What follows belongs to an exercise in optimizing a design on an open flow for small area, a short achievable clock period and few clock cycles; a production flow would make more cautious choices.
Only simulation tests tie the RTL to the original design; equivalence was not proved.

// ntt_top
module ntt_top (
    input  logic        clk,
    input  logic        rst,
    input  logic        i_start,
    input  logic        i_mode,
    output logic        o_done,
    output logic        o_bram_a_we,
    output logic [7:0]  o_bram_a_addr,
    output logic [15:0] o_bram_a_wdata,
    output logic        o_bram_b_we,
    output logic [7:0]  o_bram_b_addr,
    output logic [15:0] o_bram_b_wdata,
    input  logic [15:0] i_bram_dout_a,
    input  logic [15:0] i_bram_dout_b
);
Size in the first run: ~2,400 cells after synthesis, about 87 I/O pins.
Settings: LEC_CHECK=0, CAP_MARGIN=20, CORE_MARGIN=2, CORE_UTILIZATION=45, PLACE_DENSITY=0.55, SLEW_MARGIN=20; clock period 13.5 ns.
standard.sh (not shown) runs the stock make flow with config.mk's settings and CLKGATE_MAP_FILE= SYNTH_SCRIPT=/design/flow/synth_recipe.tcl, a recipe that flattens the netlist after the stock synthesis.
==> flow/flow/run.sh <==
#!/bin/bash
# The standard layout, with the port buffers made of sky130_fd_sc_hd__buf_2
# cells instead of the resizer's default choice. Every port is still buffered.
set -euo pipefail
export BUFFER_PORTS_ARGS="-buffer_cell sky130_fd_sc_hd__buf_2"
bash standard.sh > standard.log 2>&1
Testbench counts at the start, summed over its fixed seeds: cycles 66,632.
Next try:
--- a/flow/design.v
+++ b/flow/design.v
@@ -839,24 +839,30 @@
     assign a_83 = sh2[13] ^ ch2[13] ^ 1'b1;
     assign a_84 = (sh2[13] & ch2[13]) | (sh2[13] & 1'b1) | (ch2[13] & 1'b1);
     assign a_85 = sh2[14] ^ ch2[14];
     assign a_86 = sh2[14] & ch2[14];
     assign a_87 = sh2[15] ^ ch2[15] ^ 1'b1;
     assign a_88 = (sh2[15] & ch2[15]) | (sh2[15] & 1'b1) | (ch2[15] & 1'b1);
     assign a_89 = sh2[16] ^ ch2[16];
     assign a_90 = sh2[16] & ch2[16];
     assign a_r0 = {a_89, a_87, a_85, a_83, a_81, a_79, a_77, a_75, a_73, a_71, a_69, a_67, a_65, a_63, a_61, a_59, a_33};
     assign a_r1 = {a_88, a_86, a_84, a_82, a_80, a_78, a_76, a_74, a_72, a_70, a_68, a_66, a_64, a_62, a_60, a_58, a_57};
+    logic [8:0]  t1_lo, t1_h0, t1_h1;
+    logic [9:0]  t1_h1w;
+    assign t1_lo  = {1'b0, a_r0[7:0]} + {1'b0, a_r1[7:0]};
+    assign t1_h0  = a_r0[16:8] + a_r1[16:8];
+    assign t1_h1w = {a_r0[16:8], 1'b1} + {a_r1[16:8], 1'b1};
+    assign t1_h1  = t1_h1w[9:1];
     logic [16:0] t13;
     logic [12:0] w3;
     always_ff @(posedge clk) begin
-        t13 <= a_r0 + a_r1;
+        t13 <= {t1_lo[8] ? t1_h1 : t1_h0, t1_lo[7:0]};
         w3  <= w2;
     end
     logic [11:0] b_r0, b_r1;
     logic b_1;
     logic b_2;
     logic b_3;
     logic b_4;
     logic b_5;
     logic b_6;
     logic b_7;
Result: Count of clock-buffer cells in the layout is higher by 3. Sequential share of layout area is lower by 0.48 points. Die area is higher by 1.4%. Setup slack is better by 0.68 ns.
Testbench counts after the change, summed over its fixed seeds: cycles 66,632.

========
## the previous run
Another version of the RTL of ntt_top (not shown whole).
Size: roughly 87 I/O pins, ~22000 µm² of cells after synthesis.
Design ntt_top, start of the top module:
module ntt_top (
    input  logic        clk,
    input  logic        rst,
    input  logic        i_start,
    input  logic        i_mode,
    output logic        o_done,
    output logic        o_bram_a_we,
    output logic [7:0]  o_bram_a_addr,
    output logic [15:0] o_bram_a_wdata,
    output logic        o_bram_b_we,
    output logic [7:0]  o_bram_b_addr,
    output logic [15:0] o_bram_b_wdata,
    input  logic [15:0] i_bram_dout_a,
    input  logic [15:0] i_bram_dout_b
);
==> flow/config.mk <==
export PLATFORM = sky130hd
export DESIGN_NAME = ntt_top
export DESIGN_NICKNAME = ntt_top
export VERILOG_FILES = /design/flow/design.v
export SDC_FILE = /design/flow/constraint.sdc
export NUM_CORES = 4
export LEC_CHECK = 0
export ABC_AREA = 1
export CAP_MARGIN = 20
export CORE_MARGIN = 2
export CORE_UTILIZATION = 45
export PLACE_DENSITY = 0.55
export SLEW_MARGIN = 20
==> flow/constraint.sdc <==
create_clock -name core_clock -period 13.5 [get_ports {clk}]
set_input_delay 2.7000 -clock core_clock [delete_from_list [all_inputs] [get_ports {clk}]]
set_output_delay 2.7000 -clock core_clock [all_outputs]
set_load 0.01 [all_outputs]
Scripts as last shown in full above: flow/flow/run.sh
In summary, the previous run completed successfully, with a layout that passed the timing, DRC and antenna checks.
Testbench counts of the previous run, summed over its fixed seeds: cycles 66,632.
Input-level comparison between the current run and the previous run:
--- a/flow/design.v
+++ b/flow/design.v
@@ -142,23 +142,21 @@
     assign o_z = zeta_mont(i_k);
 endmodule
 `timescale 1ns/1ps
 module butterfly_unit (
     input  logic        clk,
     input  logic        i_inv,
     input  logic [11:0] i_u,
     input  logic [11:0] i_v,
     input  logic [11:0] i_z,
     output logic [11:0] o_r0,
-    output logic [11:0] o_r1,
-    output logic [11:0] o_n0,      
-    output logic [11:0] o_n1       
+    output logic [11:0] o_r1
 );
     logic inv0, inv4;
     always_ff @(posedge clk) begin
         inv0 <= i_inv;
         inv4 <= inv0;
     end
     logic [12:0] x1, w1;
     logic [11:0] z1;
     always_ff @(posedge clk) begin
         x1 <= {1'b0, i_v} - {1'b0, i_u & {12{inv0}}};
@@ -956,25 +954,23 @@
     logic [13:0] y05, y15;
     always_ff @(posedge clk) begin
         y05 <= {1'b0, w4} + {2'b00, t4 & {12{~inv4}}};
         y15 <= inv4 ? {2'b00, t4} : ({1'b0, w4} + 14'd6658 - {2'b00, t4});
     end
     function automatic logic [11:0] mod3q(input logic [13:0] y);
         logic [11:0] k;
         k = (y >= 14'd6658) ? 12'(6658) : ((y >= 14'd3329) ? 12'd3329 : 12'd0);
         mod3q = y[11:0] - k;
     endfunction
-    assign o_n0 = mod3q(y05);
-    assign o_n1 = mod3q(y15);
     always_ff @(posedge clk) begin
-        o_r0 <= o_n0;
-        o_r1 <= o_n1;
+        o_r0 <= mod3q(y05);
+        o_r1 <= mod3q(y15);
     end
 endmodule
 `timescale 1ns/1ps
 module ntt_top (
     input  logic        clk,
     input  logic        rst,
     input  logic        i_start,
     input  logic        i_mode,
     output logic        o_done,
     output logic        o_bram_a_we,
@@ -1089,77 +1085,71 @@
         if (rst) begin
             we_q <= 1'b0;
         end else begin
             we_q <= pre_we && busy;
         end
     end
     always_ff @(posedge clk) begin
         addr_a_q <= n_addr_a;
         addr_b_q <= n_addr_b;
     end
-    logic [11:0] bf_r0, bf_r1, bf_n0, bf_n1;
+    logic [11:0] bf_r0, bf_r1;
     logic [11:0] h1_0, h1_1, h2;
     logic [11:0] op_u, op_v;
     logic [6:0]  zi_q;
     logic [11:0] zrom;
     logic [10:0] cs1;
     logic        sgl_q, l2b_q, l1_q;
     assign cs1    = c - 11'd2;      
     logic [8:0]  zc9_n, zc9_q;
     logic [8:0]  zc9_m1, zc9_m5;
     assign zc9_m1 = c[9:1] - 9'd1;
     assign zc9_m5 = c[9:1] - 9'((LAG_L2 - 1) / 2);
     assign zc9_n  = c[0] ? c[9:1] : ((cs1[10:8] == 3'd0) ? zc9_m1 : zc9_m5);
     always_ff @(posedge clk) begin
         zc9_q <= zc9_n;
     end
-    logic cap_q, hp_q, hpe_q, hqe_q;
-    logic [10:0] uh, uh7;
-    assign uh  = c - 11'd8;
-    assign uh7 = c - 11'd7;
+    logic cap_q, hp_q, hq_q;
+    logic [10:0] uh;
+    assign uh = c - 11'd8;
     always_ff @(posedge clk) begin
         begin
             l1_q  <= c[0];
             sgl_q <= busy && (cs1[10:8] == 3'd0);
             l2b_q <= busy && (cs1[10:8] != 3'd0) && cs1[1];
             cap_q <= busy && c[0] && (c < 11'd256);
             hp_q  <= busy && !c[0] && (uh[9:8] != 2'd0) && !uh[10] && !uh[1];
-            hpe_q <= busy && c[0] && (uh7[9:8] != 2'd0) && !uh7[10] && !uh7[1];
-            hqe_q <= busy && c[0] && (uh7[9:8] != 2'd0) && !uh7[10] && uh7[1];
+            hq_q  <= busy && !c[0] && (uh[9:8] != 2'd0) && !uh[10] && uh[1];
         end
     end
     always_ff @(posedge clk) begin
         if (l1_q) begin
             op_u <= i_bram_dout_a[11:0];
             op_v <= i_bram_dout_b[11:0];
         end else begin
             op_u <= l2b_q ? h1_1 : h1_0;
-            op_v <= (sgl_q || l2b_q) ? h2 : h3;
+            op_v <= (sgl_q || l2b_q) ? h2 : bf_r0;
         end
     end
-    logic [11:0] h3;
     always_ff @(posedge clk) begin
         if (cap_q) begin
             h1_0 <= i_bram_dout_a[11:0];
-        end else if (hpe_q) begin
-            h1_0 <= bf_n0;
+        end else if (hp_q) begin
+            h1_0 <= bf_r0;
         end
         if (hp_q) begin
             h1_1 <= bf_r1;
         end
         if (cap_q) begin
             h2 <= i_bram_dout_b[11:0];
-        end else if (hqe_q) begin
-            h2 <= bf_n1;
-        end
-        if (hqe_q) begin
-            h3 <= bf_n0;
+        end else if (hq_q) begin
+            h2 <= bf_r1;
         end
     end
     logic [6:0]  zi_n;
     logic [5:0]  gg;
     logic        qb;
     always_comb begin
         gg = zc9_q[6:1];
         qb = zc9_q[0];
         if (l1_q || sgl_q) begin
             case ({mode_q, zc9_q[8:7]})
@@ -1190,21 +1180,19 @@
         .i_k (zi_q),
         .o_z (zrom)
     );
     butterfly_unit u_bf (
         .clk   (clk),
         .i_inv (mode_q),
         .i_u   (op_u),
         .i_v   (op_v),
         .i_z   (zrom),
         .o_r0  (bf_r0),
-        .o_r1  (bf_r1),
-        .o_n0  (bf_n0),
-        .o_n1  (bf_n1)
+        .o_r1  (bf_r1)
     );
     assign o_bram_a_we    = we_q;
     assign o_bram_b_we    = we_q;
     assign o_bram_a_addr  = addr_a_q;
     assign o_bram_b_addr  = addr_b_q;
     assign o_bram_a_wdata = {4'b0000, bf_r0};
     assign o_bram_b_wdata = {4'b0000, bf_r1};
 endmodule
### Flow results
o_bram_b_addr[0] as the endpoint of the most critical setup path was reported by the previous run, and o_bram_a_wdata[1] by the current run. Sequential cell area in the final layout for the current run is lower than for the previous run. The current run: number of clock-tree buffers in the layout 7 below the previous run. Via count came out lower on the current run than on the previous run. Comparing parity-gate share of the synthesized area counting xor and xnor cells for the previous run and the current run, the bigger number came from the previous run. Higher overall die height was reported by the previous run, not the current run. [the current run vs the previous run] flip-flop and latch count: lower in the current run. The non-clock buffer count in the current run sits 5 below the value recorded for the previous run. The current run supports a lower top clock frequency than the previous run. Comparing the previous run and the current run, the lower core occupancy in the finished layout was measured on the current run. Comparing the previous run and the current run, the higher relative slew slack was measured on the current run. Looking at setup slack across the previous run and the current run, the one that comes out higher is the previous run.
Testbench counts of the current run, summed over its fixed seeds: cycles 66,632.

[separate check: timing with driven ports]
How much do the figures lean on ideal ports? The routed layouts below were timed once more, with nothing changed but the port constraints.
Step 1 (the two cells are an assumption about what drives the block):
set clk [get_ports {clk}]
set_driving_cell -lib_cell sky130_fd_sc_hd__clkbuf_16 $clk
set_driving_cell -lib_cell sky130_fd_sc_hd__buf_2 [delete_from_list [all_inputs] $clk]
Step 2, shift: input delay + t, output delay - t, t = (earliest + latest rising clock arrival at the registers) / 2. This alone moves slack from input paths to output paths.
Three values: ideal, step 1, step 2; two values: the first two.
run	t, ns	slack for setup (ns)	worst register clock-pin slew, ns
the first run of note 1	0.588	8.717 / 8.717 / 8.717	0.06 / 0.06
the second run of note 1	0.591	9.395 / 9.395 / 9.395	0.06 / 0.06
the previous run	0.616	9.642 / 9.583 / 9.719	0.06 / 0.06
the current run	0.601	9.540 / 9.483 / 9.718	0.06 / 0.06
After both steps every run listed still meets setup and hold.
